Context: an optimization exercise on an open-source flow, tuned for small area and a short achievable clock period. The choices shown serve that exercise and are no tape-out recipe.
Function was not checked in any run shown here: the RTL went through the layout flow alone.
Power and IR drop assume default switching activity.

## design/flow/design.v

```verilog
package nmr_acq_pkg;
  localparam int SAMPLE_SLOT_W = 16;
endpackage
module nmr_sync_fifo (
  input  logic        CLK,
  input  logic [63:0] lo_we,
  input  logic [63:0] hi_we,
  input  logic [15:0] lo_data,
  input  logic [15:0] hi_data,
  input  logic [63:0] rd_sel,
  output logic [31:0] rd_data
);
  logic [15:0] mem_lo [64];
  logic [15:0] mem_hi [64];
  always_ff @(posedge CLK) begin
    for (int i = 0; i < 64; i++) begin
      if (lo_we[i]) mem_lo[i] <= lo_data;
      if (hi_we[i]) mem_hi[i] <= hi_data;
    end
  end
  always_comb begin
    rd_data = '0;
    for (int i = 0; i < 64; i++)
      rd_data = rd_data | ({mem_hi[i], mem_lo[i]} & {32{rd_sel[i]}});
  end
endmodule
module nmr_acq_capture (
  input  logic        CLK,
  input  logic        RESET,
  input  logic        ADC_CLK,
  input  logic [15:0] ADC_DATA,
  input  logic        FSMSTAT,
  input  logic        ACQ_WND,
  input  logic [31:0] SAMPLES_PER_ECHO,
  output logic [31:0] M_DATA,
  output logic        M_VALID,
  input  logic        M_READY,
  output logic [31:0] ECHO_CNT,
  output logic [31:0] WORD_CNT,
  output logic        OVERFLOW,
  output logic        BUSY
);
  logic        busy_q, armed_q, capt_q, flush_q, waitlo_q;
  logic        adc_d;
  logic        pending_q;
  logic [31:0] rem_q;
  logic        unlim_q;
  logic        push_vld_q;
  logic [31:0] echo_q;
  logic [31:0] word_q;
  logic        ovf_q;
  logic [6:0]  cnt_q;
  logic        valid_q;    
  logic        ge2_q;      
  logic        full_q;     
  logic [5:0]  wr_q, rd_q;
  logic [31:0] head_q;
  logic        idle, start_scan, arm_capt, capt_go, stb, take, last, flush_push;
  logic        pop, push_acc, head_ld, rd_adv;
  logic [63:0] wr_oh, rd_oh, lo_we, hi_we;
  logic [15:0] hi_data;
  logic [31:0] rd_data;
  assign idle       = ~busy_q;
  assign stb        = ADC_CLK & ~adc_d;
  assign start_scan = idle & FSMSTAT;
  assign arm_capt   = armed_q & ACQ_WND;
  assign capt_go    = capt_q & ACQ_WND & FSMSTAT;
  assign take       = capt_go & stb;
  assign last       = take & ~unlim_q & (rem_q == 32'd1);
  assign flush_push = flush_q & pending_q;
  always_ff @(posedge CLK or posedge RESET) begin
    if (RESET) begin
      busy_q   <= 1'b0;
      armed_q  <= 1'b0;
      capt_q   <= 1'b0;
      flush_q  <= 1'b0;
      waitlo_q <= 1'b0;
    end else begin
      busy_q   <= ~((idle & ~FSMSTAT) |
                    (armed_q & ~ACQ_WND & ~FSMSTAT) |
                    (waitlo_q & ACQ_WND & ~FSMSTAT));
      armed_q  <= start_scan |
                  (armed_q & ~ACQ_WND & FSMSTAT) |
                  (flush_q & ~ACQ_WND) |
                  (waitlo_q & ~ACQ_WND);
      capt_q   <= arm_capt | (capt_go & ~last);
      flush_q  <= (capt_q & ~capt_go) | last;
      waitlo_q <= (flush_q & ACQ_WND) | (waitlo_q & ACQ_WND & FSMSTAT);
    end
  end
  always_ff @(posedge CLK) begin
    adc_d <= ADC_CLK;
    if (arm_capt) begin
      rem_q   <= SAMPLES_PER_ECHO;
      unlim_q <= (SAMPLES_PER_ECHO == 32'd0);
    end else if (take) begin
      rem_q   <= rem_q - 32'd1;
    end
  end
  always_ff @(posedge CLK or posedge RESET) begin
    if (RESET) begin
      pending_q  <= 1'b0;
      push_vld_q <= 1'b0;
      echo_q     <= '0;
      word_q     <= '0;
      ovf_q      <= 1'b0;
    end else begin
      push_vld_q <= (take & pending_q) | flush_push;
      if (take)            pending_q <= ~pending_q;
      else if (flush_push) pending_q <= 1'b0;
      if (start_scan) begin
        echo_q <= '0;
        word_q <= '0;
        ovf_q  <= 1'b0;
      end else begin
        if (push_acc)               word_q <= word_q + 32'd1;
        if (push_vld_q & ~push_acc) ovf_q  <= 1'b1;
        if (flush_q)                echo_q <= echo_q + 32'd1;
      end
    end
  end
  assign pop      = valid_q & M_READY;
  assign push_acc = push_vld_q & (~full_q | pop);
  assign head_ld  = ~valid_q | pop;
  assign rd_adv   = head_ld & (ge2_q | push_acc);
  always_comb begin
    for (int i = 0; i < 64; i++) begin
      wr_oh[i] = (wr_q == 6'(i));
      rd_oh[i] = (rd_q == 6'(i));
    end
  end
  assign lo_we   = wr_oh & {64{take & ~pending_q}};
  assign hi_we   = wr_oh & {64{(take & pending_q) | flush_push}};
  assign hi_data = ADC_DATA & {16{~flush_q}};
  nmr_sync_fifo u_fifo (
    .CLK     (CLK),
    .lo_we   (lo_we),
    .hi_we   (hi_we),
    .lo_data (ADC_DATA),
    .hi_data (hi_data),
    .rd_sel  (rd_oh),
    .rd_data (rd_data)
  );
  always_ff @(posedge CLK) begin
    if (head_ld) head_q <= rd_data;
  end
  logic [6:0] cnt_d;
  always_comb begin
    cnt_d = cnt_q;
    case ({push_acc, pop})
      2'b10:   cnt_d = cnt_q + 7'd1;
      2'b01:   cnt_d = cnt_q - 7'd1;
      default: cnt_d = cnt_q;
    endcase
  end
  always_ff @(posedge CLK or posedge RESET) begin
    if (RESET) begin
      wr_q    <= '0;
      rd_q    <= '0;
      cnt_q   <= '0;
      valid_q <= 1'b0;
      ge2_q   <= 1'b0;
      full_q  <= 1'b0;
    end else begin
      if (push_acc) wr_q <= wr_q + 6'd1;
      if (rd_adv)   rd_q <= rd_q + 6'd1;
      cnt_q   <= cnt_d;
      valid_q <= (cnt_d != 7'd0);
      ge2_q   <= (cnt_d >= 7'd2);
      full_q  <= (cnt_d == 7'd64);
    end
  end
  assign M_DATA   = head_q;
  assign M_VALID  = valid_q;
  assign ECHO_CNT = echo_q;
  assign WORD_CNT = word_q;
  assign OVERFLOW = ovf_q;
  assign BUSY     = busy_q;
endmodule
```

## design/flow/config.mk

```make
export PLATFORM = sky130hd
export DESIGN_NAME = nmr_acq_capture
export DESIGN_NICKNAME = nmr_acq_capture
export VERILOG_FILES = /design/flow/design.v
export SDC_FILE = /design/flow/constraint.sdc
export NUM_CORES = 4
export LEC_CHECK = 0
export CAP_MARGIN = 20
export CORE_MARGIN = 2
export CORE_UTILIZATION = 40
export SLEW_MARGIN = 20
```

## design/flow/run.sh

```bash
#!/bin/bash
# synth_recipe.tcl (not shown) runs the flow's synth.tcl, then flattens the netlist and writes it again
# the make line also repeats each setting of config.mk as NAME=value (left out here)
make -C /OpenROAD-flow-scripts/flow DESIGN_CONFIG=/design/flow/config.mk WORK_HOME=/design/flow/orfs CLKGATE_MAP_FILE= SYNTH_SCRIPT=/design/flow/synth_recipe.tcl finish
```

## design/flow/constraint.sdc

```tcl
create_clock -name core_clock -period 7.0 [get_ports {CLK}]
set_input_delay 1.4000 -clock core_clock [delete_from_list [all_inputs] [get_ports {CLK}]]
set_output_delay 1.4000 -clock core_clock [all_outputs]
set_load 0.01 [all_outputs]
```

==> flow_summary.json, run 1 <==
{
  "required_ns": 7.46,
  "max_freq_ghz": 0.204,
  "track_usage_pct": 32.5,
  "drt_iter0_drc": 11300,
  "final_max_slew_viol_count": 0,
  "fin_area_mm2": 0.0957,
  "critical_path_class": "reg2reg",
  "hold_class": "reg2reg",
  "outcome": "complete, no violations",
  "leakagePower_nw": 30.9,
  "grt_max_degree": 66,
  "rsz0062_at_grt": "false",
  "firstDrtPassIters": 9,
  "start_kind": "register",
  "clkTransAtPathRegs_ns": 0.06,
  "initial_core_util_pct": 40.3,
  "final-setup-viol-count": 0,
  "finClkSkew_ns": 0.0398,
  "drive_gt1_share_pct": 15.0,
  "critPathBufInv": 1,
  "synth.cell_area_mm2": 0.0817,
  "nets": 5287,
  "end_kind": "register",
  "power_density_mw_per_mm2": 336,
  "place_congestion": 1.04,
  "antenna_found_initial": 28,
  "synth_seq_area_share_pct": 80.6,
  "yosysUniqueCellTypes": 67,
  "ir_drop_v": 0.000313,
  "grt_pass1_wl_mm": 454,
  "synth_top_flop_cell": "edfxtp_1",
  "area.growth.synth_to_final_pct": 17.2,
  "period_share_pct": 69.9,
  "cts_tree": "done",
  "cts_buffers": 220,
  "critPathMaxStageDelay_ns": 0.95,
  "fin_crit_ns": 4.89,
  "synthCells": 4839,
  "slowest_stage": "nor3_1",
  "syn-mean-instance-area_um2": 16.9,
  "placed_area_mm2": 0.0885,
  "cts_max_path_buffers": 3,
  "clkLatencyLatePin_ns": 0.90,
  "drc": 0,
  "whs_ns": 0.509,
  "num_rows": 165,
  "async_reset_ff_share_pct": 4.26,
  "die_area_mm2": 0.208,
  "via_per_inst": 6.68,
  "drv_cap": 0,
  "finalWorstSetupSlack_ns": 2.11,
  "cts_hold_buf": 0,
  "wl_per_cell_um": 42.8,
  "tightest_slew_ns": 1.28,
  "syn_nets": 4912,
  "path_cells": "or2_2, nor2_4, buf_4, a32oi_1, nand4_1, nor3_1, nand4_1",
  "arrival_ns": 5.36,
  "relSlewSlack_pct": 12.4,
  "post-dp-hpwl_mm": 218,
  "die_w_um": 456,
  "ys_ff_latch": 2208,
  "mostFrequentLayoutCells": "edfxtp_1 (2113), a22oi_1 (960), nand2_1 (373)",
  "antenna_left": 0,
  "io_buffers": 152,
  "overflow": 0,
  "cp_max_fo": 16,
  "drt-total-wl_mm": 346,
  "hold_viol": 0,
  "h-tree-depth": 4,
  "numClockSinks": 2208,
  "grt_pass1_vias": 50200,
  "core_region_area_mm2": 0.203,
  "final_common_cell": "edfxtp_1",
  "cts_resized": 0,
  "preCtsSetupSlack_ns": 1.50,
  "vias": 54000,
  "synth_edf_count": 2113,
  "crit_top_cell": "nand4_1",
  "root_buffer": "clkbuf_16",
  "ios": 153,
  "setup-tns-final_ns": 0,
  "ys.warnings.count": 4,
  "die_y_um": 456,
  "cts_setup_buffers": 0,
  "critical_path.top_delay_family": "simple AND/OR/NAND/NOR gates"
}
final cells by class:
cell class              count  area, um^2
multi-input cells        2353       15800
fillers                 17100      107000
repair buffers            401        3440
well taps                2672        3340
clock inverters           138        1370
diodes                      9        22.5
inverters                  30         115
clock buffers             273        5740
flip-flops and latches   2208       65800
power by group:
group          leakage (nW)  switching, W  internal (W)
combinational          7.14       0.00391       0.00130
sequential             20.3      0.000222        0.0149
clock                  3.47       0.00528       0.00655
total                  30.9       0.00941        0.0227
Yosys cell counts (34+ instances only):
cell	n	area [um^2]
nor2_1	272	1020
nand2_1	374	1400
nand3_1	39	195
nand4_1	143	895
xnor2_1	51	447
dfrtp_1	94	2350
nor4_1	62	388
nor3_1	73	365
buf_1	49	184
o21ai_0	47	235
xor2_1	34	298
a22oi_1	960	7210
clkbuf_1	198	743
edfxtp_1	2113	63500
final timing paths:
path                       startpoint    endpoint  slack (ns)  cells after the start
min reg2reg                  cnt_q[0]    cnt_q[0]        0.51                      1
max in group asynchronous       RESET     flush_q        4.87                      3
min in group asynchronous       RESET  word_q[18]        0.99                      2
max reg2reg                   rd_q[2]  head_q[12]        2.11                      7
max                           rd_q[2]  head_q[12]        2.11                      7
min                          cnt_q[0]    cnt_q[0]        0.51                      1
metrics by stage:
stage	cells	power [W]	utilization, %
6_report	8084	0.0321	47.2
3_3_place_gp	7658	0.0202	43.6
2_1_floorplan	4839	0.0173	-
4_1_cts	8073	0.0318	47.2
5_1_grt	8077	0.0326	47.2
3_5_place_dp	7662	0.0203	43.7
cell families after synthesis:
group	count (synthesis)	share of synthesized area, %
XOR/XNOR	85	0.912
AO/OA/AOI/OAI	1111	10.1
multiplexers	14	0.190
buffers and inverters	278	1.28
AND/OR/NAND/NOR	1124	6.61
flip-flops	2208	80.6
adder cells (fa/ha/maj)	19	0.300
per-layer routing:
| layer | GRT usage [%] | wire length [um] | vias to the layer above | part of all wire (%) |
|---|---|---|---|---|
| met5 | 0.413 | 234 | - | 0.068 |
| met4 | 21.9 | 27900 | 24 | 8.1 |
| met3 | 12.7 | 56400 | 1091 | 16 |
| met2 | 46.3 | 145000 | 5567 | 42 |
| met1 | 40.8 | 116000 | 27000 | 34 |
| li1 | - | - | 20300 | - |
registers in the layout, indices dropped and copies added, names as in the netlist, 6 cells and up:
register       count
rem_q             32
echo_q            32
u_fifo.mem_lo   1024
word_q            32
rd_q               6
u_fifo.mem_hi   1024
cnt_q              7
wr_q               6
head_q            32
==> run 2, diff against run 1 <==
--- a/design/flow/config.mk
+++ b/design/flow/config.mk
@@ -10,2 +10,3 @@
 export CORE_UTILIZATION = 40
+export SETUP_SLACK_MARGIN = 4.4
 export SLEW_MARGIN = 20
==> run 2 against run 1 <==
  * Count of clock-buffer cells in the layout shrank 4
  * Core utilization grew 4.9 points
  * Clock skew grew 0.00070 ns
  * Combinational power grew 36%
  * Synthesized area is the same
  * Setup slack gained 1.5 ns
  * Sequential power is essentially flat
  * Critical path depth grew 2
  * First-iteration DRC count grew 12%
  * Via count grew 8.1%
  * Synthesized cell count is the same
  * Global-route usage grew 3.7 points
  * Critical path type unchanged
==> flow_summary.json, run 2 <==
{
  "die_area_mm2": 0.208,
  "arrival_ns": 3.99,
  "synthCells": 4839,
  "drt-total-wl_mm": 388,
  "syn-mean-instance-area_um2": 16.9,
  "hold_viol": 0,
  "required_ns": 7.62,
  "start_kind": "register",
  "num_rows": 165,
  "root_buffer": "clkbuf_16",
  "synth.top_cells.by_area": "edfxtp_1 (78%), a22oi_1 (8.8%), dfrtp_1 (2.9%)",
  "cts_tree": "done",
  "final_max_slew_viol_count": 0,
  "synth.cell_area_mm2": 0.0817,
  "h-tree-depth": 4,
  "relSlewSlack_pct": 16.1,
  "ys_ff_latch": 2208,
  "drive_gt1_share_pct": 32.1,
  "period_share_pct": 48.2,
  "synth_seq_area_share_pct": 80.6,
  "initial_core_util_pct": 40.3,
  "drt_iter0_drc": 12700,
  "clkTransAtPathRegs_ns": 0.07,
  "track_usage_pct": 36.2,
  "finClkSkew_ns": 0.0405,
  "internal_power_w": 0.0236,
  "syn_nets": 4912,
  "mostFrequentLayoutCells": "edfxtp_1 (2113), a22oi_1 (728), buf_4 (449)",
  "via_per_inst": 6.78,
  "critical_path_class": "reg2reg",
  "antenna_left": 0,
  "ys.warnings.count": 4,
  "max_freq_ghz": 0.296,
  "outcome": "complete, no violations",
  "overflow": 0,
  "ir_drop_v": 0.000276,
  "post-dp-hpwl_mm": 233,
  "grt_pass1_vias": 52300,
  "rsz0062_at_grt": "true",
  "power_density_mw_per_mm2": 321,
  "synth_top_cell_by_area": "edfxtp_1",
  "combPwrFrac_pct": 21.0,
  "die_y_um": 456,
  "grt_max_degree": 85,
  "firstDrtPassIters": 10,
  "netSwitchingPower_w": 0.0103,
  "p_seq_share_pct": 44.5,
  "yosysUniqueCellTypes": 67,
  "drc": 0,
  "area.growth.synth_to_final_pct": 29.4,
  "clkLatencyLatePin_ns": 0.90,
  "setup-tns-final_ns": 0,
  "leakagePower_nw": 35.1,
  "cts_buffers": 219,
  "drv_cap": 0,
  "synth_top_flop_cell": "edfxtp_1",
  "final_common_cell": "edfxtp_1",
  "grt_pass1_wl_mm": 497,
  "synth_commonest_cells": "edfxtp_1 (2113), a22oi_1 (960), nand2_1 (374)",
  "yosysMostFrequentCell": "edfxtp_1",
  "numClockSinks": 2208,
  "switching_share_pct": 30.3,
  "cp_max_fo": 15,
  "hold_class": "reg2reg",
  "core_region_area_mm2": 0.203,
  "tightest_slew_ns": 1.24,
  "synth_edf_count": 2113,
  "fin_crit_ns": 3.38,
  "cts_max_path_buffers": 3,
  "async_reset_ff_share_pct": 4.26,
  "antenna_found_initial": 29,
  "place_inst": 7592,
  "die_w_um": 456,
  "place_congestion": 0.995,
  "biggestRegsByFlops": "u_fifo.mem_hi (1024), u_fifo.mem_lo (1024)",
  "p_clk_share_pct": 34.5,
  "end_kind": "register",
  "stdcell_count": 8604,
  "vias": 58400,
  "netlist.area_leader.share_pct": 77.7,
  "final-setup-viol-count": 0,
  "nets": 5813,
  "wl_per_cell_um": 45.1,
  "cts_hold_buf": 0,
  "p_total_w": 0.0339,
  "fillers": 16000,
  "io_buffers": 152,
  "ios": 153
}
## run 2: cell counts after synthesis
No cell type changed its count.
## run 2: power by group through the flow
stage	combinational [W]	clock [W]	sequential, W
finish	0.00710	0.0117	0.0151
floorplan	0.00206	0	0.0153
global placement	0.00524	0	0.0154
global route	0.00703	0.0121	0.0151
CTS	0.00639	0.0116	0.0151
detailed placement	0.00526	0	0.0154
## run 2: critical path, cell delays in order (launching register included)
cell	delay [ns]
dfrtp_2	0.47
buf_12	0.19
nand3b_1	0.26
buf_6	0.17
nor2_4	0.04
buf_12	0.15
a22oi_2	0.51
nand4_1	0.19
or4_4	0.63
or4_4	0.46
## run 2: per-layer routing
metal | vias to the layer above | wire length [um] | global-route usage, % | share of wire (%)
met5 | - | 1230 | 2.09 | 0.32
met4 | 41 | 23600 | 17.3 | 6.1
met3 | 1182 | 71200 | 17.9 | 18
met2 | 5969 | 157000 | 50.0 | 41
met1 | 29700 | 135000 | 47.1 | 35
li1 | 21400 | - | - | -
## run 2: final timing paths
path,startpoint,end,slack (ns),depth (start not counted)
worst min-delay path,cnt_q[0],cnt_q[0],0.51,1
worst min register to register,cnt_q[0],cnt_q[0],0.51,1
worst max-delay path,rd_q[3],head_q[31],3.62,9
worst max register to register,rd_q[3],head_q[31],3.62,9
max in group asynchronous,RESET,flush_q,5.05,3
min in group asynchronous,RESET,echo_q[31],0.82,2
## run 2: timing repair
| item | CTS | global route |
|---|---|---|
| resized for setup | 1097 | 202 |
| setup buffers | 481 | 102 |
| cloned | 15 | 1 |
| setup endpoints to repair | 2489 | 683 |
| pin swaps | 331 | 158 |
## run 2: cell families (layout without fill, tap and decap cells)
group / after synthesis / after routing / share of synthesized area [%]
AO/OA/AOI/OAI: 1111 / 1111 / 10.1
XOR/XNOR: 85 / 85 / 0.912
adder cells (fa/ha/maj): 19 / 19 / 0.300
buffers and inverters: 278 / 1355 / 1.28
flip-flops: 2208 / 2208 / 80.6
multiplexers: 14 / 14 / 0.190
other: 0 / 12 / 0
AND/OR/NAND/NOR: 1124 / 1128 / 6.61
## run 2: layout make-up
type                       instances  area (um^2)  area share [%]
antenna                           12         30.0          0.0284
clock buffer                     269         5800            5.49
clock inverter                   132         1110            1.05
inverter                          30          130           0.123
multi-input combinational       2357        19100            18.1
sequential                      2208        65900            62.3
tap                             2672         3340            3.16
timing repair buffer             924        10200            9.69
## run 2: per-stage QoR
stage,hold WS (ns),cell area (um^2),util (%),setup slack (ns)
global route,0.545,106000,52.2,3.66
global placement,0.483,88400,43.6,1.94
CTS,0.506,104000,51.3,3.77
finish,0.509,106000,52.2,3.62
detailed placement,0.492,88400,43.7,1.92
floorplan,0.468,82900,-,3.44
==> run 3, diff against run 2 <==
--- a/design/flow/design.v
+++ b/design/flow/design.v
@@ -55,3 +55,4 @@
   logic        full_q;     
-  logic [5:0]  wr_q, rd_q;
+  logic [5:0]  wr_q;
+  logic [63:0] rd_oh;      
   logic [31:0] head_q;
@@ -59,3 +60,3 @@
   logic        pop, push_acc, head_ld, rd_adv;
-  logic [63:0] wr_oh, rd_oh, lo_we, hi_we;
+  logic [63:0] wr_oh, lo_we, hi_we;
   logic [15:0] hi_data;
@@ -126,6 +127,3 @@
   always_comb begin
-    for (int i = 0; i < 64; i++) begin
-      wr_oh[i] = (wr_q == 6'(i));
-      rd_oh[i] = (rd_q == 6'(i));
-    end
+    for (int i = 0; i < 64; i++) wr_oh[i] = (wr_q == 6'(i));
   end
@@ -158,3 +156,3 @@
       wr_q    <= '0;
-      rd_q    <= '0;
+      rd_oh   <= 64'd1;
       cnt_q   <= '0;
@@ -165,3 +163,3 @@
       if (push_acc) wr_q <= wr_q + 6'd1;
-      if (rd_adv)   rd_q <= rd_q + 6'd1;
+      if (rd_adv)   rd_oh <= {rd_oh[62:0], rd_oh[63]};
       cnt_q   <= cnt_d;
--- a/design/flow/config.mk
+++ b/design/flow/config.mk
@@ -10,3 +10,3 @@
 export CORE_UTILIZATION = 40
-export SETUP_SLACK_MARGIN = 4.4
+export SETUP_SLACK_MARGIN = 4.0
 export SLEW_MARGIN = 20
==> run 3 against run 2 <==
  * Still clean on timing, DRC and antenna
  * First-iteration DRC count is 14% lower
  * Final area is 4.4% lower
  * Sequential power hardly changed
  * Clock skew is 0.012 ns higher
  * Core utilization is 3.3 points lower
  * Setup slack better by 0.21 ns
  * Synthesized cell count is 6.8% lower
  * Non-clock buffer count is 354 lower
  * Synthesized area is 1.8% higher
  * Largest cell class unchanged
  * Highest routed layer unchanged
==> flow_summary.json, run 3 <==
{
  "die_area_mm2": 0.211,
  "cts_tree": "done",
  "yosysUniqueCellTypes": 61,
  "num_rows": 167,
  "overflow": 0,
  "cts_hold_buf": 0,
  "relSlewSlack_pct": 16.8,
  "drt-total-wl_mm": 338,
  "biggestRegsByFlops": "u_fifo.mem_hi (1024), u_fifo.mem_lo (1024), rd_oh (64)",
  "p_clk_share_pct": 41.8,
  "power_density_mw_per_mm2": 281,
  "synth_edf_count": 2113,
  "end_kind": "register",
  "numClockSinks": 2266,
  "drv_cap": 0,
  "vias": 54500,
  "required_ns": 7.61,
  "final-setup-viol-count": 0,
  "start_kind": "register",
  "leakagePower_nw": 32.8,
  "synthCells": 4511,
  "period_share_pct": 45.2,
  "area.growth.synth_to_final_pct": 21.5,
  "finalWorstSetupSlack_ns": 3.84,
  "arrival_ns": 3.78,
  "synth.top_cells.by_area": "edfxtp_1 (76%), a221oi_1 (5.4%), a22o_1 (5.4%)",
  "grt_max_degree": 153,
  "grt_pass1_vias": 49500,
  "cts_buffers": 217,
  "netlist.area_leader.share_pct": 76.4,
  "wl_per_cell_um": 42.7,
  "firstDrtPassIters": 7,
  "preCtsSetupSlack_ns": 2.16,
  "synth_top_cell_by_area": "edfxtp_1",
  "max_freq_ghz": 0.316,
  "cp_max_fo": 20,
  "holdPathStages": 1,
  "hold_viol": 0,
  "clkTransAtPathRegs_ns": 0.06,
  "antenna_found_initial": 32,
  "mostFrequentLayoutCells": "edfxtp_1 (2113), a22o_1 (511), a221oi_1 (424)",
  "fin_crit_ns": 3.16,
  "syn_nets": 4580,
  "finClkSkew_ns": 0.0526,
  "grt_pass1_wl_mm": 444,
  "rsz0062_at_grt": "true",
  "hold_class": "reg2reg",
  "antenna_left": 0,
  "final_common_cell": "edfxtp_1",
  "slowest_stage": "or4_4",
  "switching_share_pct": 22.6,
  "synth_seq_area_share_pct": 81.0,
  "p_seq_share_pct": 53.1,
  "clkLatencyLatePin_ns": 0.90,
  "synth.cell_area_mm2": 0.0831,
  "initial_core_util_pct": 40.2,
  "combPwrFrac_pct": 5.0,
  "critical_path_class": "reg2reg",
  "internal_power_w": 0.0220,
  "yosysMostFrequentCell": "edfxtp_1",
  "drt_iter0_drc": 11000,
  "async_reset_ff_share_pct": 6.71,
  "ir_drop_v": 0.000255,
  "via_per_inst": 6.89,
  "path_cells": "buf_6, a22o_1, a221oi_1, nand4_1, or4_4",
  "synth_commonest_cells": "edfxtp_1 (2113), a221oi_1 (512), a22o_1 (512)",
  "drc": 0,
  "netSwitchingPower_w": 0.00642,
  "track_usage_pct": 31.2,
  "drive_gt1_share_pct": 23.2,
  "outcome": "complete, no violations",
  "synth_top_flop_cell": "edfxtp_1",
  "place_congestion": 0.982,
  "ys.warnings.count": 4,
  "r2r_cells": 5,
  "io_buffers": 152,
  "final_max_slew_viol_count": 0,
  "tightest_slew_ns": 1.25,
  "root_buffer": "clkbuf_16",
  "core_region_area_mm2": 0.207,
  "die_y_um": 460,
  "setup-tns-final_ns": 0,
  "post-dp-hpwl_mm": 205,
  "h-tree-depth": 4,
  "ys_ff_latch": 2266,
  "cts_max_path_buffers": 3,
  "syn-mean-instance-area_um2": 18.4,
  "critPathMaxStageDelay_ns": 0.68,
  "ios": 153,
  "die_w_um": 460,
  "nets": 5070
}
## run 3: cell types whose count changed in the layout (fill, tap and decap cells not counted), moves of 47 or more
cell,previous run,this run
buf_6,139,19
a22oi_2,232,0
buf_4,449,261
buf_12,195,137
a22oi_1,728,0
a221oi_1,11,424
mux2_2,1,65
nor2_4,167,120
buf_2,73,16
nand2_1,317,65
a22o_1,15,511
a221oi_2,5,79
## run 3: metal layers
metal | up-vias | GRT usage (%) | wire length (um)
li1 | 20000 | - | -
met1 | 27900 | 40.6 | 117000
met3 | 1016 | 14.1 | 59000
met5 | - | 0 | 161
met2 | 5553 | 44.3 | 140000
met4 | 26 | 15.2 | 20500
## run 3: power by group through the flow
stage               registers, W  logic [W]  clock network [W]
floorplan                 0.0154   0.000571                  0
global placement          0.0154    0.00131                  0
detailed placement        0.0154    0.00132                  0
CTS                       0.0151    0.00138             0.0119
global route              0.0151    0.00148             0.0124
finish                    0.0151    0.00143             0.0119
## run 3: worst max-delay path, delay by kind of cell, from the launching register on
family                 cells  cell delay (ns)
AOI/OAI and AO/OA          2             0.73
buffers and inverters      1             0.33
DFF                        1             0.64
and+or+nand+nor            2             1.19
## run 3: timing repair
item,4_1_cts,5_1_grt
resized for setup,333,47
setup buffers,238,26
pin swaps,125,27
endpoints found under the setup margin,2270,358
cloned,1,0
## run 3: logic make-up (layout without fill, tap and decap cells)
group	count (synthesis)	after routing	synth area share [%]
AOI/OAI and AO/OA	1111	1111	11.4
xor gates and xnor gates	86	86	0.907
adders and majority gates	15	15	0.235
buffers and inverters	320	995	1.47
DFF	2266	2266	81.0
muxes	67	67	0.905
other	0	20	0
and+or+nand+nor	646	646	4.11
## run 3: final timing paths
kind | start | end | slack (ns)
worst max-delay path | rd_oh[27] | head_q[28] | 3.84
worst min-delay path | rd_oh[58] | rd_oh[58] | 0.52
worst max register to register | rd_oh[27] | head_q[28] | 3.84
worst min register to register | rd_oh[58] | rd_oh[58] | 0.52
max in group asynchronous | RESET | rd_oh[45] | 4.98
min in group asynchronous | RESET | echo_q[31] | 1.10
## run 3: per-stage QoR
step | utilization, % | total power [W] | hold slack, ns | cells | instance area [um^2]
6_report | 48.8 | 0.0284 | 0.517 | 7910 | 101000
3_3_place_gp | 43.1 | 0.0167 | 0.478 | 7216 | 89200
3_5_place_dp | 43.1 | 0.0167 | 0.504 | 7218 | 89200
4_1_cts | 48.5 | 0.0284 | 0.519 | 7861 | 100000
5_1_grt | 48.8 | 0.0290 | 0.532 | 7890 | 101000
2_1_floorplan | - | 0.0160 | 0.482 | 4511 | 84200
## run 3: final cells by class
class	count	area [um^2]
timing repair buffer	570	6380
clock inverter	140	1480
antenna	20	50.0
timing repair inverter	1	7.51
tap	2704	3380
inverter	20	85.1
fill	16700	106000
clock buffer	264	5640
multi-input combinational	1925	16600
sequential	2266	67400
==> run 4, diff against run 3 <==
--- a/design/flow/config.mk
+++ b/design/flow/config.mk
@@ -10,2 +10,4 @@
 export CORE_UTILIZATION = 40
+export CTS_CLUSTER_DIAMETER = 100
+export CTS_CLUSTER_SIZE = 30
 export SETUP_SLACK_MARGIN = 4.0
==> run 4 against run 3 <==
  * Register-to-register slack barely moved
  * Cell count shrank 3.4%
  * Die area unchanged
  * Clock skew increased by 0.0017 ns
  * Core utilization down 2.1 points
  * Hold slack better by 0.013 ns
  * Via count decreased by 2.1%
  * Non-clock buffer count up 9
  * Routed wire length down 1.1%
==> flow_summary.json, run 4 <==
{
  "ios": 153,
  "max_freq_ghz": 0.316,
  "grt_max_degree": 153,
  "power_density_mw_per_mm2": 241,
  "rrSetupSlack_ns": 3.84,
  "mostFrequentLayoutCells": "edfxtp_1 (2113), a22o_1 (512), a221oi_1 (426)",
  "firstDrtPassIters": 6,
  "final_common_cell": "edfxtp_1",
  "grt_pass1_vias": 48000,
  "biggestRegsByFlops": "u_fifo.mem_hi (1024), u_fifo.mem_lo (1024), rd_oh (64)",
  "cp-startpoint": "rd_oh[26]",
  "synth_seq_area_share_pct": 81.0,
  "reg2reg_to": "head_q[11]",
  "stdcell_count": 7643,
  "fin_area_mm2": 0.0966,
  "synth.cell_area_mm2": 0.0831,
  "synth_commonest_cells": "edfxtp_1 (2113), a221oi_1 (512), a22o_1 (512)",
  "antenna_found_initial": 28,
  "place_inst": 7218,
  "relSlewSlack_pct": 22.2,
  "synthCells": 4511,
  "drt_iter0_drc": 11500,
  "netlist.area_leader.share_pct": 76.4,
  "outcome": "complete, no violations",
  "cts_max_path_buffers": 3,
  "finClkSkew_ns": 0.0543,
  "required_ns": 7.53,
  "nets": 4951,
  "cp_max_fo": 18,
  "root_buffer": "clkbuf_16",
  "core_region_area_mm2": 0.207,
  "cts_tree": "done",
  "numClockSinks": 2266,
  "final-setup-viol-count": 0,
  "h-tree-depth": 3,
  "final_util_pct": 46.7,
  "r2r_cells": 4,
  "syn-mean-instance-area_um2": 18.4,
  "track_usage_pct": 30.9,
  "fin_crit_ns": 3.16,
  "num_rows": 167,
  "die_area_mm2": 0.211,
  "io_buffers": 152,
  "rsz0062_at_grt": "true",
  "critical_path_class": "reg2reg",
  "synth_top_flop_cell": "edfxtp_1",
  "synth_top_cell_by_area": "edfxtp_1",
  "start_kind": "register",
  "synth.top_cells.by_area": "edfxtp_1 (76%), a221oi_1 (5.4%), a22o_1 (5.4%)",
  "drt-total-wl_mm": 334,
  "wl_per_cell_um": 43.7,
  "clkTransAtPathRegs_ns": 0.12,
  "placed_area_mm2": 0.0892,
  "period_share_pct": 45.2,
  "ir_drop_v": 0.000201,
  "via_per_inst": 6.99,
  "place_congestion": 0.982,
  "cts_buffers": 89,
  "end_kind": "register",
  "drive_gt1_share_pct": 20.1,
  "async_reset_ff_share_pct": 6.71,
  "vias": 53400,
  "r2r-start": "rd_oh[26]",
  "final_max_slew_viol_count": 0,
  "hold_viol": 0,
  "hold_class": "reg2reg",
  "grt_pass1_wl_mm": 439,
  "yosysUniqueCellTypes": 61,
  "tightest_slew_ns": 1.17,
  "post-dp-hpwl_mm": 205,
  "leakagePower_nw": 30.9,
  "drv_cap": 0,
  "antenna_left": 0,
  "die_w_um": 460,
  "initial_core_util_pct": 40.2,
  "crit_path_end": "head_q[11]",
  "yosysMostFrequentCell": "edfxtp_1",
  "synth_edf_count": 2113,
  "clkLatencyLatePin_ns": 0.80,
  "area.growth.synth_to_final_pct": 16.3,
  "drc": 0,
  "die_y_um": 460,
  "syn_nets": 4580,
  "overflow": 0,
  "ys.warnings.count": 4,
  "arrival_ns": 3.69,
  "ys_ff_latch": 2266,
  "setup-tns-final_ns": 0
}
run 4: cell count changes in the layout (fill, tap and decap cells not counted), sizes merged:
cell | before | now
diode | 20 | 10
dlygate4sd2 | 36 | 97
buf | 436 | 443
clkinvlp | 10 | 4
bufinv | 23 | 0
clkdlybuf4s15 | 62 | 2
clkbuf | 266 | 123
clkinv | 102 | 9
run 4: where the power goes:
group	switching, W	total [W]	internal, W
sequential	0.000103	0.0151	0.0150
combinational	0.00104	0.00142	0.000386
clock	0.00421	0.00673	0.00253
run 4: layer usage:
layer	track usage (%)	vias to the layer above	share of wire, %	wire [um]
met4	14.2	22	5.9	19600
met3	12.3	863	17	57900
li1	-	19600	-	-
met5	0	-	0.096	319
met2	44.3	5476	42	140000
met1	41.0	27500	35	116000
run 4: how the worst min path moves through the flow:
stage               from   endpoint  slack [ns]  cells after the start
2_1_floorplan   cnt_q[2]   cnt_q[2]        0.48                      2
3_3_place_gp       ovf_q      ovf_q        0.48                      2
5_1_grt        rd_oh[58]  rd_oh[58]        0.55                      1
6_report           ovf_q      ovf_q        0.53                      2
3_5_place_dp       ovf_q      ovf_q        0.50                      2
4_1_cts            ovf_q      ovf_q        0.53                      2
run 4: layout make-up:
| class | count | area, um^2 |
|---|---|---|
| fillers | 17100 | 110000 |
| flip-flops and latches | 2266 | 67400 |
| multi-input cells | 1925 | 16500 |
| repair buffers | 579 | 6480 |
| well taps | 2704 | 3380 |
| clock buffers | 120 | 2430 |
| clock inverters | 18 | 233 |
| inverters | 20 | 85.1 |
| diodes | 10 | 25.0 |
| repair inverters | 1 | 7.51 |
run 4: repair_timing:
item / in CTS / in global routing
cloned: 1 / 0
endpoints found under the setup margin: 2269 / 531
setup buffers: 254 / 18
hold buffers: 0 / 0
endpoints found under the hold margin: 0 / 0
gates resized for setup: 257 / 46
pin swaps: 128 / 28
run 4: logic make-up after synthesis:
group | share of synthesized area [%]
AOI/OAI and AO/OA | 11.4
xor gates and xnor gates | 0.907
adders and majority gates | 0.235
buffers and inverters | 1.47
DFF | 81.0
muxes | 0.905
and+or+nand+nor | 4.11
run 4: through the flow:
step / setup slack (ns) / power (W) / hold WS [ns]
finish: 3.84 / 0.0232 / 0.530
global route: 3.92 / 0.0237 / 0.546
CTS: 3.99 / 0.0232 / 0.530
detailed placement: 2.16 / 0.0167 / 0.504
global placement: 2.17 / 0.0167 / 0.478
floorplan: 3.49 / 0.0160 / 0.482
run 4: worst max-delay path, stage by stage, from the launching register on:
cell and delay, ns:
dfrtp_2 0.69, buf_4 0.39, a221oi_2 0.74, nand4_1 0.36
or4_1 0.69
==> run 5, diff against run 4 <==
--- a/design/flow/config.mk
+++ b/design/flow/config.mk
@@ -10,4 +10,4 @@
 export CORE_UTILIZATION = 40
-export CTS_CLUSTER_DIAMETER = 100
-export CTS_CLUSTER_SIZE = 30
+export CTS_CLUSTER_DIAMETER = 80
+export CTS_CLUSTER_SIZE = 24
 export SETUP_SLACK_MARGIN = 4.0
==> run 5 against run 4 <==
  * Highest routed layer unchanged
  * Setup slack better by 0.015 ns
  * Hold slack worse by 0.0066 ns
  * Flip-flop and latch count stayed put
  * First-iteration DRC count is 2.4% lower
  * Critical endpoint is now head_q[2]
  * Synthesized cell count stayed put
  * Routed wire length is 0.23% higher
  * Count of clock-buffer cells in the layout is 35 higher
  * Sequential share of layout area is 0.57 points lower
  * Register-to-register slack better by 0.02 ns
  * Still clean
  * Combinational power hardly changed
  * Largest cell class unchanged
==> flow_summary.json, run 5 <==
{
  "power_density_mw_per_mm2": 248,
  "via_per_inst": 6.94,
  "path_cells": "buf_4, a22o_1, a221oi_4, nand4_1, or4_4",
  "cp_max_fo": 34,
  "slowest_stage": "or4_4",
  "numClockSinks": 2266,
  "h-tree-depth": 3,
  "whs_endpoint": "ovf_q",
  "rsz0062_at_grt": "true",
  "ir_drop_v": 0.000220,
  "place_congestion": 0.982,
  "wl_per_cell_um": 43.6,
  "hold_viol": 0,
  "antenna_left": 0,
  "critical_path.top_delay_family": "simple AND/OR/NAND/NOR gates",
  "drc": 0,
  "setup-tns-final_ns": 0,
  "period_share_pct": 45.0,
  "num_rows": 167,
  "critical_path_class": "reg2reg",
  "netlist.area_leader.share_pct": 76.4,
  "outcome": "complete, no violations",
  "met1_length_mm": 116,
  "die_y_um": 460,
  "io_buffers": 152,
  "fin_crit_ns": 3.15,
  "grt_pass1_wl_mm": 440,
  "ys_ff_latch": 2266,
  "ys.warnings.count": 4,
  "fin_area_mm2": 0.0974,
  "start_kind": "register",
  "initial_core_util_pct": 40.2,
  "tightest_slew_ns": 1.29,
  "synth_seq_area_share_pct": 81.0,
  "max_freq_ghz": 0.318,
  "syn_nets": 4580,
  "synth_top_flop_cell": "edfxtp_1",
  "top_signal_layer_used": "met5",
  "relSlewSlack_pct": 13.9,
  "arrival_ns": 3.68,
  "grt_pass1_vias": 48300,
  "syn-mean-instance-area_um2": 18.4,
  "drt_iter0_drc": 11200,
  "leakagePower_nw": 31.2,
  "r2r-start": "rd_oh[3]",
  "drv_cap": 0,
  "firstDrtPassIters": 8,
  "grt_max_degree": 153,
  "end_kind": "register",
  "vias": 53300,
  "synthCells": 4511,
  "post-dp-hpwl_mm": 205,
  "reg2reg_to": "head_q[2]",
  "yosysMostFrequentCell": "edfxtp_1",
  "final_max_slew_viol_count": 0,
  "required_ns": 7.54,
  "root_buffer": "clkbuf_16",
  "critPathBufInv": 1,
  "area.growth.synth_to_final_pct": 17.2,
  "clkTransAtPathRegs_ns": 0.10,
  "met2WireLength_mm": 139,
  "final-setup-viol-count": 0,
  "rrSetupSlack_ns": 3.85,
  "drive_gt1_share_pct": 20.6,
  "mostFrequentLayoutCells": "edfxtp_1 (2113), a22o_1 (511), a221oi_1 (424)",
  "cts_buffers": 112,
  "nets": 4965,
  "final_common_cell": "edfxtp_1",
  "hold_class": "reg2reg",
  "cts_tree": "done",
  "die_w_um": 460,
  "synth_commonest_cells": "edfxtp_1 (2113), a221oi_1 (512), a22o_1 (512)",
  "antenna_found_initial": 27,
  "yosysUniqueCellTypes": 61,
  "hp-start": "ovf_q",
  "ios": 153,
  "overflow": 0,
  "r2r_cells": 5,
  "core_region_area_mm2": 0.207,
  "clkLatencyLatePin_ns": 0.82,
  "critPathMaxStageDelay_ns": 0.71,
  "biggestRegsByFlops": "u_fifo.mem_hi (1024), u_fifo.mem_lo (1024), rd_oh (64)",
  "synth.top_cells.by_area": "edfxtp_1 (76%), a221oi_1 (5.4%), a22o_1 (5.4%)",
  "synth_top_cell_by_area": "edfxtp_1",
  "synth_edf_count": 2113,
  "track_usage_pct": 30.9,
  "placed_area_mm2": 0.0892,
  "drt-total-wl_mm": 334,
  "finClkSkew_ns": 0.0572,
  "routed-wl-met3_mm": 58.8,
  "synth.cell_area_mm2": 0.0831,
  "async_reset_ff_share_pct": 6.71,
  "holdPathStages": 2,
  "cts_max_path_buffers": 3,
  "die_area_mm2": 0.211
}
## run 5: cell counts after synthesis
No cell type changed its count.
## run 5: cell type report
class                   instances  area [um^2]
clock buffers                 155         3120
clock inverters                26          362
repair inverters                1         7.51
fillers                     17100       109000
diodes                         12         30.0
flip-flops and latches       2266        67400
well taps                    2704         3380
inverters                      20         85.1
repair buffers                570         6380
multi-input cells            1925        16600
## run 5: through the flow
stage / cells / power, W / hold WS (ns) / worst slack, ns / util [%]
detailed placement: 7218 / 0.0167 / 0.504 / 2.16 / 43.1
CTS: 7645 / 0.0241 / 0.524 / 3.99 / 46.8
global placement: 7216 / 0.0167 / 0.478 / 2.17 / 43.1
floorplan: 4511 / 0.0160 / 0.482 / 3.49 / -
global route: 7668 / 0.0247 / 0.540 / 3.98 / 47.1
finish: 7679 / 0.0242 / 0.523 / 3.85 / 47.1
## run 5: what timing repair did
item                        CTS  global route
hold buffers                  0             0
cloned                        1             0
resized for setup           263            51
setup endpoints to repair  2269           248
buffers inserted            245            20
pin swaps                   129            26
## run 5: worst max-delay path by stage
stage,endpoint,start,cells past startpoint
2_1_floorplan,ge2_q,M_READY,11
3_3_place_gp,u_fifo.mem_hi[33][11],ACQ_WND,7
3_5_place_dp,u_fifo.mem_hi[16][5],ACQ_WND,7
4_1_cts,head_q[28],rd_oh[40],5
5_1_grt,head_q[2],rd_oh[3],5
6_report,head_q[2],rd_oh[3],5
## run 5: cells by family after synthesis
group | share of synthesized area, %
mux | 0.905
compound gates | 11.4
flops | 81.0
buf+inv | 1.47
fa+ha+maj | 0.235
simple gates | 4.11
xor+xnor | 0.907
## run 5: metal layers
metal	global-route usage [%]	up-vias
met5	0.0230	-
li1	-	19700
met3	12.8	914
met1	40.8	27300
met4	14.4	20
met2	44.3	5397
## run 5: power breakdown
| part | switching, W | internal [W] | total [W] |
|---|---|---|---|
| logic | 0.00103 | 0.000380 | 0.00140 |
| clock network | 0.00442 | 0.00328 | 0.00770 |
| registers | 0.000105 | 0.0150 | 0.0151 |
## run 5: worst reg2reg max path, stage by stage (launching register included)
cell and delay [ns]:
dfrtp_2 0.40, buf_4 0.41, a22o_1 0.40, a221oi_4 0.44, nand4_1 0.50, or4_4 0.71
==> run 6, diff against run 5 <==
--- a/design/flow/design.v
+++ b/design/flow/design.v
@@ -10,3 +10,4 @@
   input  logic [63:0] rd_sel,
-  output logic [31:0] rd_data
+  output logic [31:0] rd_data_a,
+  output logic [31:0] rd_data_b
 );
@@ -21,5 +22,8 @@
   always_comb begin
-    rd_data = '0;
-    for (int i = 0; i < 64; i++)
-      rd_data = rd_data | ({mem_hi[i], mem_lo[i]} & {32{rd_sel[i]}});
+    rd_data_a = '0;
+    rd_data_b = '0;
+    for (int i = 0; i < 32; i++) begin
+      rd_data_a = rd_data_a | ({mem_hi[i],    mem_lo[i]}    & {32{rd_sel[i]}});
+      rd_data_b = rd_data_b | ({mem_hi[i+32], mem_lo[i+32]} & {32{rd_sel[i+32]}});
+    end
   end
@@ -57,3 +61,3 @@
   logic [63:0] rd_oh;      
-  logic [31:0] head_q;
+  logic [31:0] head_a_q, head_b_q;
   logic        idle, start_scan, arm_capt, capt_go, stb, take, last, flush_push;
@@ -62,3 +66,3 @@
   logic [15:0] hi_data;
-  logic [31:0] rd_data;
+  logic [31:0] rd_data_a, rd_data_b;
   assign idle       = ~busy_q;
@@ -129,4 +133,4 @@
   end
-  assign lo_we   = wr_oh & {64{take & ~pending_q}};
-  assign hi_we   = wr_oh & {64{(take & pending_q) | flush_push}};
+  assign lo_we   = wr_oh & {64{~pending_q & ~push_vld_q}};
+  assign hi_we   = wr_oh & {64{pending_q}};
   assign hi_data = ADC_DATA & {16{~flush_q}};
@@ -139,6 +143,10 @@
     .rd_sel  (rd_oh),
-    .rd_data (rd_data)
+    .rd_data_a (rd_data_a),
+    .rd_data_b (rd_data_b)
   );
   always_ff @(posedge CLK) begin
-    if (head_ld) head_q <= rd_data;
+    if (head_ld) begin
+      head_a_q <= rd_data_a;
+      head_b_q <= rd_data_b;
+    end
   end
@@ -170,3 +178,3 @@
   end
-  assign M_DATA   = head_q;
+  assign M_DATA   = head_a_q | head_b_q;
   assign M_VALID  = valid_q;
==> run 6 against run 5 <==
  * Setup slack got worse by 0.031 ns
  * Synthesized cell count rose by 5.1%
  * Core utilization fell by 2.2 points
  * Count of clock-buffer cells in the layout rose by 1
  * Sequential power rose by 3%
  * Global-route usage fell by 5.7 points
  * Clock power fell by 4.3%
  * Final area fell by 3.7%
  * Sequential share of layout area rose by 3.6 points
==> flow_summary.json, run 6 <==
{
  "post-dp-hpwl_mm": 142,
  "drv_cap": 0,
  "vias": 50100,
  "root_buffer": "clkbuf_16",
  "ir_drop_v": 0.000201,
  "ys.warnings.count": 4,
  "initial_core_util_pct": 40.2,
  "netlist.area_leader.share_pct": 76.6,
  "biggestRegsByFlops": "u_fifo.mem_hi (1024), u_fifo.mem_lo (1024), rd_oh (64)",
  "cts_buffers": 110,
  "final-setup-viol-count": 0,
  "synth_edf_count": 2145,
  "place_congestion": 0.814,
  "rsz0062_at_grt": "true",
  "cts_tree": "done",
  "cts_max_path_buffers": 3,
  "rrSetupSlack_ns": 4.05,
  "yosys.area_share.simple_pct": 5.56,
  "whs_ns": 0.510,
  "multi_input_area_mm2": 0.0155,
  "p_seq_share_pct": 63.7,
  "synth-compound-area-share_pct": 9.83,
  "die_area_mm2": 0.214,
  "clkTransAtPathRegs_ns": 0.09,
  "tightest_slew_ns": 1.16,
  "drc": 0,
  "async_reset_ff_share_pct": 6.61,
  "finClkSkew_ns": 0.0506,
  "max_freq_ghz": 0.315,
  "overflow": 0,
  "synth.top_cells.by_area": "edfxtp_1 (77%), a22oi_1 (9.1%), dfrtp_1 (4.5%)",
  "end_kind": "output pin",
  "io_buffers": 152,
  "nets": 4980,
  "critical_path_class": "reg2out",
  "grt_pass1_vias": 46900,
  "hold_viol": 0,
  "synth_top_flop_cell": "edfxtp_1",
  "synth_top_cell_by_area": "edfxtp_1",
  "via_per_inst": 6.44,
  "clkLatencyLatePin_ns": 0.81,
  "syn-mean-instance-area_um2": 17.7,
  "drt-total-wl_mm": 279,
  "synth_mux_area_share_pct": 0.895,
  "leakagePower_nw": 29.1,
  "area.growth.synth_to_final_pct": 11.6,
  "start_kind": "register",
  "yosysMostFrequentCell": "edfxtp_1",
  "netSwitchingPower_w": 0.00554,
  "synth_top_family_by_area": "compound AO/OA/AOI/OAI gates",
  "fillers": 17900,
  "drt_iter0_drc": 8587,
  "switching_share_pct": 22.6,
  "internal_power_w": 0.0190,
  "synth_seq_area_share_pct": 81.2,
  "grt_max_degree": 141,
  "relSlewSlack_pct": 22.7,
  "p_clk_share_pct": 30.1,
  "antenna_found_initial": 6,
  "period_share_pct": 45.4,
  "synthCells": 4741,
  "required_ns": 5.60,
  "synthXorXnorAreaFrac_pct": 0.844,
  "synth_commonest_cells": "edfxtp_1 (2145), a22oi_1 (1024), clkbuf_1 (296)",
  "die_y_um": 462,
  "yosysUniqueCellTypes": 62,
  "seq_area_mm2": 0.0684,
  "combPwrFrac_pct": 6.2,
  "ys_ff_latch": 2298,
  "wl_per_cell_um": 35.9,
  "final_max_slew_viol_count": 0,
  "track_usage_pct": 25.3,
  "numClockSinks": 2298,
  "hold_class": "reg2reg",
  "h-tree-depth": 3,
  "ios": 153,
  "outcome": "complete, no violations",
  "final_common_cell": "edfxtp_1",
  "die_w_um": 462,
  "arrival_ns": 1.78,
  "num_rows": 168,
  "power_density_mw_per_mm2": 261,
  "drive_gt1_share_pct": 15.2,
  "fin_crit_ns": 3.18,
  "setup-tns-final_ns": 0,
  "grt_pass1_wl_mm": 380,
  "synth_fa_ha_area_share_pct": 0.232,
  "mostFrequentLayoutCells": "edfxtp_1 (2145), a22oi_1 (1024), nand4_1 (279)",
  "cp_max_fo": 1,
  "antenna_left": 0,
  "core_region_area_mm2": 0.209,
  "firstDrtPassIters": 6,
  "syn_nets": 4810,
  "cts_hold_buf": 0,
  "synth.cell_area_mm2": 0.0841
}
==> run 6: cell count changes in the layout (fill, tap and decap cells not counted), moves of 33 or more <==
cell	before	now
a22oi_1	0	1024
a22o_1	511	0
a221oi_1	424	0
buf_12	143	3
nand4_1	152	279
a221oi_2	77	1
buf_4	256	204
nor2_4	120	68
nor2_2	9	60
or4_1	21	68
dfrtp_2	50	89
or2_4	0	33
==> run 6: what timing repair did <==
item                                   CTS  global route
setup buffers                           33             9
setup endpoints to repair              105           101
endpoints found under the hold margin    0             0
pin swaps                               31            25
gates resized for setup                288            18
==> run 6: metrics by stage <==
| step | instances | setup slack (ns) | total power, W | util (%) | instance area (um^2) |
|---|---|---|---|---|---|
| 2_1_floorplan | 4741 | 3.50 | 0.0165 | - | 84200 |
| 3_3_place_gp | 7559 | 2.77 | 0.0173 | 43.0 | 90000 |
| 3_5_place_dp | 7562 | 2.68 | 0.0174 | 43.1 | 90100 |
| 4_1_cts | 7771 | 3.74 | 0.0245 | 44.8 | 93700 |
| 5_1_grt | 7783 | 3.80 | 0.0251 | 44.8 | 93800 |
| 6_report | 7787 | 3.82 | 0.0245 | 44.9 | 93800 |
==> run 6: kinds of logic (layout without fill, tap and decap cells) <==
| kind of cell | count (synthesis) | in the layout |
|---|---|---|
| muxes | 67 | 67 |
| DFF | 2298 | 2298 |
| AOI/OAI and AO/OA | 1127 | 1127 |
| and+or+nand+nor | 831 | 831 |
| adders and majority gates | 15 | 15 |
| other | 0 | 7 |
| buffers and inverters | 322 | 556 |
| xor gates and xnor gates | 81 | 81 |
==> run 6: layout make-up <==
cell class,count,area share [%]
Antenna cell,7,0.0187
Clock buffer,156,3.22
Clock inverter,20,0.228
Inverter,20,0.0947
Multi-Input combinational cell,2121,16.6
Sequential cell,2298,72.9
Tap cell,2805,3.74
Timing Repair Buffer,360,3.25
==> run 6: routing by layer <==
metal | wire length [um] | up-vias | global-route usage (%) | share of wire [%]
met5 | 0 | - | 0 | 0
li1 | - | 19700 | - | -
met2 | 129000 | 3613 | 39.4 | 46
met1 | 105000 | 26200 | 34.9 | 38
met3 | 34100 | 553 | 5.64 | 12
met4 | 11200 | 0 | 8.91 | 4.0
==> run 6: worst max-delay path, stage by stage, from the launching register on <==
cell and delay, ns:
edfxtp_1 0.54, or2_4 0.31, buf_6 0.12
==> run 6: power groups by stage <==
stage	Clock (W)	Combinational [W]	Sequential (W)
after floorplan	0	0.000650	0.0159
after global placement	0	0.00139	0.0159
after detailed placement	0	0.00144	0.0159
after CTS	0.00742	0.00148	0.0156
after global routing	0.00788	0.00159	0.0156
final	0.00737	0.00151	0.0156
==> run 6: path summary, 6_finish.rpt <==
path / end / cells past startpoint / startpoint
setup / recovery: M_DATA[17] / 2 / head_a_q[17]
hold / removal: flush_q / 1 / capt_q
setup reg to reg: u_fifo.mem_lo[60][8] / 4 / wr_q[0]
hold reg to reg: flush_q / 1 / capt_q
max in group asynchronous: rd_oh[18] / 3 / RESET
min in group asynchronous: echo_q[12] / 2 / RESET
==> run 7, diff against run 6 <==
==> design/flow/flow/run.sh (new file) <==
#!/bin/bash
# Own flow: the standard layout (standard.sh, unchanged synthesis), with
# the port buffers made of buf_4 cells instead of the library's default pick,
# and the resizer free to change a cell's footprint when it sizes it.
set -euo pipefail
bash standard.sh \
  BUFFER_PORTS_ARGS="-buffer_cell sky130_fd_sc_hd__buf_4" \
  MATCH_CELL_FOOTPRINT=0 \
  finish > standard.log 2>&1
==> design/flow/standard.sh (new file) <==
#!/bin/bash
# synth_recipe.tcl (not shown) runs the flow's synth.tcl, then flattens the netlist and writes it again
# the make line also repeats each setting of config.mk as NAME=value (left out here)
make -C /OpenROAD-flow-scripts/flow DESIGN_CONFIG=/design/flow/config.mk WORK_HOME=/design/flow/orfs CLKGATE_MAP_FILE= SYNTH_SCRIPT=/design/flow/synth_recipe.tcl "${@:-finish}"
removed: design/flow/run.sh
==> run 7 against run 6 <==
  * Still clean
  * Final area down 0.45%
  * Routed wire length down 1.8%
  * Hold slack worse by 0.0048 ns
  * Core utilization down 0.20 points
  * Sequential share of layout area up 0.30 points
  * Sequential power about the same
  * Clock power about the same
  * Combinational power about the same
  * Via count down 0.99%
  * Clock skew down 0.0067 ns
  * Die area unchanged
  * Highest routed layer is now met5
==> flow_summary.json, run 7 <==
{
  "outcome": "complete, no violations",
  "reg2reg_to": "u_fifo.mem_hi[13][2]",
  "antenna_left": 0,
  "fin_crit_ns": 3.16,
  "yosysUniqueCellTypes": 62,
  "syn_nets": 4810,
  "initial_core_util_pct": 40.2,
  "grt_pass1_vias": 46400,
  "clkTransAtPathRegs_ns": 0.10,
  "biggestRegsByFlops": "u_fifo.mem_hi (1024), u_fifo.mem_lo (1024), rd_oh (64)",
  "firstDrtPassIters": 6,
  "cts_buffers": 111,
  "die_w_um": 462,
  "drv_cap": 0,
  "slowest_stage": "edfxtp_1",
  "tightest_slew_ns": 1.06,
  "path_cells": "or2_4, buf_6",
  "h-tree-depth": 3,
  "fillers": 17900,
  "syn-mean-instance-area_um2": 17.7,
  "async_reset_ff_share_pct": 6.61,
  "p_total_w": 0.0245,
  "r2r-start": "wr_q[1]",
  "multi_input_area_mm2": 0.0155,
  "yosysMostFrequentCell": "edfxtp_1",
  "final_max_slew_viol_count": 0,
  "synth_edf_count": 2145,
  "rsz0062_at_grt": "true",
  "drive_gt1_share_pct": 16.4,
  "nets": 4955,
  "cp_max_fo": 1,
  "max_freq_ghz": 0.316,
  "ys_ff_latch": 2298,
  "place_congestion": 0.816,
  "antenna_found_initial": 5,
  "netlist.area_leader.share_pct": 76.6,
  "ir_drop_v": 0.000203,
  "final_common_cell": "edfxtp_1",
  "leakagePower_nw": 29.0,
  "critical_path_class": "reg2out",
  "drt_iter0_drc": 8050,
  "track_usage_pct": 24.8,
  "power_density_mw_per_mm2": 262,
  "numClockSinks": 2298,
  "synth_top_flop_cell": "edfxtp_1",
  "cp-startpoint": "head_a_q[1]",
  "wl_per_cell_um": 35.3,
  "die_y_um": 462,
  "num_rows": 168,
  "io_buffers": 152,
  "finClkSkew_ns": 0.0439,
  "arrival_ns": 1.76,
  "hold_viol": 0,
  "vias": 49600,
  "cts_tree": "done",
  "crit_path_end": "M_DATA[1]",
  "finalWorstSetupSlack_ns": 3.84,
  "synthCells": 4741,
  "period_share_pct": 45.2,
  "drt-total-wl_mm": 274,
  "critPathMaxStageDelay_ns": 0.51,
  "synth_commonest_cells": "edfxtp_1 (2145), a22oi_1 (1024), clkbuf_1 (296)",
  "preCtsSetupSlack_ns": 3.07,
  "grt_max_degree": 115,
  "r2r_cells": 4,
  "drc": 0,
  "area.growth.synth_to_final_pct": 11.1,
  "synth_seq_area_share_pct": 81.2,
  "clkLatencyLatePin_ns": 0.79,
  "hold_class": "reg2reg",
  "cts_max_path_buffers": 3,
  "required_ns": 5.60,
  "synth.top_cells.by_area": "edfxtp_1 (77%), a22oi_1 (9.1%), dfrtp_1 (4.5%)",
  "setup-tns-final_ns": 0,
  "relSlewSlack_pct": 29.0,
  "post-dp-hpwl_mm": 142,
  "rrSetupSlack_ns": 4.05,
  "die_area_mm2": 0.214,
  "ios": 153,
  "core_region_area_mm2": 0.209,
  "grt_pass1_wl_mm": 374,
  "synth.cell_area_mm2": 0.0841,
  "seq_area_mm2": 0.0683,
  "start_kind": "register",
  "mostFrequentLayoutCells": "edfxtp_1 (2145), a22oi_1 (1024), buf_4 (301)",
  "end_kind": "output pin",
  "synth_top_cell_by_area": "edfxtp_1",
  "overflow": 0,
  "final-setup-viol-count": 0,
  "via_per_inst": 6.39,
  "ys.warnings.count": 4,
  "root_buffer": "clkbuf_16"
}
-- run 7: cells by family (layout without fill, tap and decap cells) --
family / count (synthesis) / count (layout) / share of synthesized area, %
flops: 2298 / 2298 / 81.2
buf+inv: 322 / 534 / 1.47
fa+ha+maj: 15 / 15 / 0.232
compound gates: 1127 / 1127 / 9.83
mux: 67 / 67 / 0.895
xor+xnor: 81 / 81 / 0.844
simple gates: 831 / 831 / 5.56
other cells: 0 / 2 / 0
-- run 7: timing repair --
action / in CTS / in global routing
gates resized for setup: 59 / 14
endpoints found under the setup margin: 45 / 45
pin swaps: 23 / 16
buffers inserted: 4 / 5
hold buffers: 0 / 0
-- run 7: through the flow --
stage | area (um^2) | std cells | util [%] | hold WS [ns]
finish | 93400 | 7760 | 44.7 | 0.505
detailed placement | 89700 | 7566 | 42.9 | 0.466
floorplan | 84200 | 4741 | - | 0.450
CTS | 93200 | 7750 | 44.6 | 0.508
global placement | 89600 | 7562 | 42.9 | 0.486
global route | 93400 | 7760 | 44.7 | 0.528
-- run 7: worst min path at each step --
stage	from	endpoint	slack [ns]	cells after the start
after global placement	capt_q	flush_q	0.49	1
final	capt_q	flush_q	0.51	1
after floorplan	capt_q	flush_q	0.45	1
after detailed placement	capt_q	flush_q	0.47	1
after CTS	capt_q	flush_q	0.51	1
after global routing	capt_q	flush_q	0.53	1
-- run 7: layer usage --
layer  part of all wire, %  up-vias  track usage [%]  wire, um
met5                0.0047        -                0        13
met4                   3.8        2             8.52     10600
met3                    11      507             4.23     29500
li1                      -    19700                -         -
met2                    47     3367             39.5    129000
met1                    39    26100             34.4    106000
-- run 7: critical path, delay by kind of cell (launching register included) --
kind / cells / cell delay (ns)
and+or+nand+nor: 1 / 0.33
buffers and inverters: 1 / 0.13
DFF: 1 / 0.51
-- run 7: report_power, final --
part           leakage, nW  switching (W)  internal, W
clock                 1.57        0.00428      0.00309
combinational         6.01        0.00105     0.000428
sequential            21.4       0.000193       0.0154
-- run 7: area by class of cell --
class	count	share of cell area [%]
multi-input combinational	2121	16.6
antenna	2	0.00536
clock inverter	22	0.271
sequential	2298	73.2
inverter	20	0.0951
timing repair buffer	334	2.91
tap	2805	3.76
clock buffer	158	3.23
==> run 8, diff against run 7 <==
--- a/design/flow/design.v
+++ b/design/flow/design.v
@@ -61,3 +61,3 @@
   logic [63:0] rd_oh;      
-  logic [31:0] head_a_q, head_b_q;
+  logic [31:0] head_an_q, head_bn_q;
   logic        idle, start_scan, arm_capt, capt_go, stb, take, last, flush_push;
@@ -97,8 +97,4 @@
     adc_d <= ADC_CLK;
-    if (arm_capt) begin
-      rem_q   <= SAMPLES_PER_ECHO;
-      unlim_q <= (SAMPLES_PER_ECHO == 32'd0);
-    end else if (take) begin
-      rem_q   <= rem_q - 32'd1;
-    end
+    rem_q <= arm_capt ? SAMPLES_PER_ECHO : rem_q - {31'd0, take};
+    if (arm_capt) unlim_q <= (SAMPLES_PER_ECHO == 32'd0);
   end
@@ -115,11 +111,6 @@
       else if (flush_push) pending_q <= 1'b0;
-      if (start_scan) begin
-        echo_q <= '0;
-        word_q <= '0;
-        ovf_q  <= 1'b0;
-      end else begin
-        if (push_acc)               word_q <= word_q + 32'd1;
-        if (push_vld_q & ~push_acc) ovf_q  <= 1'b1;
-        if (flush_q)                echo_q <= echo_q + 32'd1;
-      end
+      echo_q <= start_scan ? '0 : echo_q + {31'd0, flush_q};
+      word_q <= start_scan ? '0 : word_q + {31'd0, push_acc};
+      if (start_scan)                  ovf_q <= 1'b0;
+      else if (push_vld_q & ~push_acc) ovf_q <= 1'b1;
     end
@@ -146,6 +137,9 @@
   );
-  always_ff @(posedge CLK) begin
-    if (head_ld) begin
-      head_a_q <= rd_data_a;
-      head_b_q <= rd_data_b;
+  always_ff @(posedge CLK or posedge RESET) begin
+    if (RESET) begin
+      head_an_q <= '1;
+      head_bn_q <= '1;
+    end else if (head_ld) begin
+      head_an_q <= ~rd_data_a;
+      head_bn_q <= ~rd_data_b;
     end
@@ -178,3 +172,3 @@
   end
-  assign M_DATA   = head_a_q | head_b_q;
+  assign M_DATA   = ~(head_an_q & head_bn_q);
   assign M_VALID  = valid_q;
--- a/design/flow/config.mk
+++ b/design/flow/config.mk
@@ -12,3 +12,3 @@
 export CTS_CLUSTER_SIZE = 24
-export SETUP_SLACK_MARGIN = 4.0
+export SETUP_SLACK_MARGIN = 4.3
 export SLEW_MARGIN = 20
==> run 8 against run 7 <==
  * Still clean
  * Count of clock-buffer cells in the layout grew 26
  * Non-clock buffer count grew 164
  * Hold slack gained 0.024 ns
  * Routed wire length grew 3.8%
  * Synthesized area shrank 0.20%
  * Flip-flop and latch count is the same
  * Cell count grew 3.5%
  * Critical path type unchanged
  * Largest power group unchanged
==> flow_summary.json, run 8 <==
{
  "outcome": "complete, no violations",
  "yosysMostFrequentCell": "edfxtp_1",
  "die_area_mm2": 0.213,
  "cts_buffers": 111,
  "finClkSkew_ns": 0.0416,
  "final-setup-viol-count": 0,
  "period_share_pct": 45.6,
  "biggestRegsByFlops": "u_fifo.mem_hi (1024), u_fifo.mem_lo (1024), rd_oh (64)",
  "ys.warnings.count": 4,
  "critical_path_class": "reg2out",
  "end_kind": "output pin",
  "max_freq_ghz": 0.313,
  "final_max_slew_viol_count": 0,
  "initial_core_util_pct": 40.2,
  "synth_seq_area_share_pct": 80.7,
  "p_clk_share_pct": 29.5,
  "h-tree-depth": 3,
  "syn-mean-instance-area_um2": 17.4,
  "required_ns": 5.60,
  "clkLatencyLatePin_ns": 0.80,
  "synth_top_flop_cell": "edfxtp_1",
  "antenna_found_initial": 3,
  "firstDrtPassIters": 8,
  "final_util_pct": 45.9,
  "place_congestion": 0.821,
  "synth_edf_count": 2049,
  "internal_power_w": 0.0196,
  "arrival_ns": 1.79,
  "io_buffers": 152,
  "setup-tns-final_ns": 0,
  "track_usage_pct": 26.2,
  "core_region_area_mm2": 0.209,
  "antenna_left": 0,
  "via_per_inst": 6.37,
  "die_w_um": 462,
  "drt_iter0_drc": 8368,
  "synth.cell_area_mm2": 0.0839,
  "nets": 5193,
  "whs_ns": 0.530,
  "ios": 153,
  "finalWorstSetupSlack_ns": 3.81,
  "p_total_w": 0.0258,
  "drv_cap": 0,
  "clkTransAtPathRegs_ns": 0.10,
  "power_density_mw_per_mm2": 269,
  "post-dp-hpwl_mm": 147,
  "netlist.area_leader.share_pct": 73.3,
  "leakagePower_nw": 30.2,
  "start_kind": "register",
  "num_rows": 168,
  "cp_max_fo": 2,
  "relSlewSlack_pct": 30.1,
  "yosysUniqueCellTypes": 63,
  "ys_ff_latch": 2298,
  "ir_drop_v": 0.000193,
  "combPwrFrac_pct": 8.9,
  "grt_pass1_wl_mm": 390,
  "netSwitchingPower_w": 0.00623,
  "overflow": 0,
  "mostFrequentLayoutCells": "edfxtp_1 (2049), a22oi_1 (826), buf_4 (337)",
  "die_y_um": 462,
  "p_seq_share_pct": 61.5,
  "area.growth.synth_to_final_pct": 14.4,
  "synth_top_cell_by_area": "edfxtp_1",
  "fillers": 17900,
  "grt_pass1_vias": 48700,
  "syn_nets": 4894,
  "cts_max_path_buffers": 3,
  "rsz0062_at_grt": "true",
  "tightest_slew_ns": 1.05,
  "wl_per_cell_um": 35.4,
  "drive_gt1_share_pct": 21.0,
  "root_buffer": "clkbuf_16",
  "cts_tree": "done",
  "drt-total-wl_mm": 285,
  "synth_commonest_cells": "edfxtp_1 (2049), a22oi_1 (826), clkbuf_1 (294)",
  "grt_max_degree": 124,
  "numClockSinks": 2298,
  "drc": 0,
  "final_common_cell": "edfxtp_1",
  "preCtsSetupSlack_ns": 2.87,
  "switching_share_pct": 24.1,
  "hold_viol": 0,
  "hold_class": "reg2reg",
  "synthCells": 4823,
  "async_reset_ff_share_pct": 9.40,
  "fin_crit_ns": 3.19,
  "vias": 51200,
  "synth.top_cells.by_area": "edfxtp_1 (73%), a22oi_1 (7.4%), dfrtp_1 (4.5%)",
  "cts_hold_buf": 0
}
[run 8: critical path, stage by stage (launching register included)]
cell and delay (ns):
dfstp_2 0.69, nand2_4 0.15, buf_6 0.15
[run 8: path summary, 6_finish.rpt]
check                                to  slack [ns]           from  depth (start not counted)
max                          M_DATA[31]        3.81  head_bn_q[31]                          2
max reg2reg                head_an_q[2]        4.22      rd_oh[26]                          6
max in group asynchronous     rd_oh[35]        5.02          RESET                          3
min in group asynchronous    word_q[21]        0.67          RESET                          2
min reg2reg                   rd_oh[41]        0.53      rd_oh[41]                          1
min                           rd_oh[41]        0.53      rd_oh[41]                          1
[run 8: final cells by class]
cell class | count | area (um^2) | share of cell area (%)
well taps | 2805 | 3510 | 3.66
multi-input cells | 2190 | 16200 | 16.9
clock inverters | 27 | 345 | 0.360
flip-flops and latches | 2298 | 67800 | 70.6
inverters | 23 | 105 | 0.110
diodes | 3 | 7.51 | 0.00782
clock buffers | 184 | 3130 | 3.26
repair buffers | 498 | 4850 | 5.06
[run 8: metrics by stage]
| stage | instance area, um^2 | std cells |
|---|---|---|
| 6_report | 96000 | 8028 |
| 3_5_place_dp | 89600 | 7636 |
| 5_1_grt | 96000 | 8025 |
| 3_3_place_gp | 89600 | 7636 |
| 2_1_floorplan | 84100 | 4823 |
| 4_1_cts | 95200 | 7970 |
[run 8: power by group through the flow]
stage,Combinational [W],Clock (W),Sequential [W]
after floorplan,0.000953,0,0.0160
after global placement,0.00186,0,0.0161
after detailed placement,0.00190,0,0.0162
after CTS,0.00219,0.00768,0.0159
after global routing,0.00243,0.00813,0.0159
final,0.00230,0.00763,0.0159
[run 8: layer usage]
layer,global-route usage [%],vias to the layer above,wire (um)
met5,0,-,0
met4,9.73,0,11800
met3,4.85,565,31200
met2,42.4,3473,135000
met1,35.2,26900,106000
li1,-,20300,-
[run 8: logic make-up (layout without fill, tap and decap cells)]
group	after synthesis	after routing	synth area share, %
buffers and inverters	335	732	1.53
multiplexers	66	66	0.884
other	0	3	0
adder cells (fa/ha/maj)	17	17	0.262
AO/OA/AOI/OAI	1170	1170	10.5
flip-flops	2298	2298	80.7
XOR/XNOR	86	86	0.898
AND/OR/NAND/NOR	851	851	5.27
[run 8: repair_timing]
action | CTS | global route
pin swaps | 65 | 54
buffers inserted | 123 | 54
resized for setup | 214 | 25
endpoints found under the setup margin | 822 | 472

Setup slack of run 8, layout unchanged: 3.807 ns with ideal ports, 3.715 ns with driving cells assumed (clock clkbuf_16, inputs buf_2), 3.243 ns with port delays also shifted by the 0.873 ns mid clock arrival.
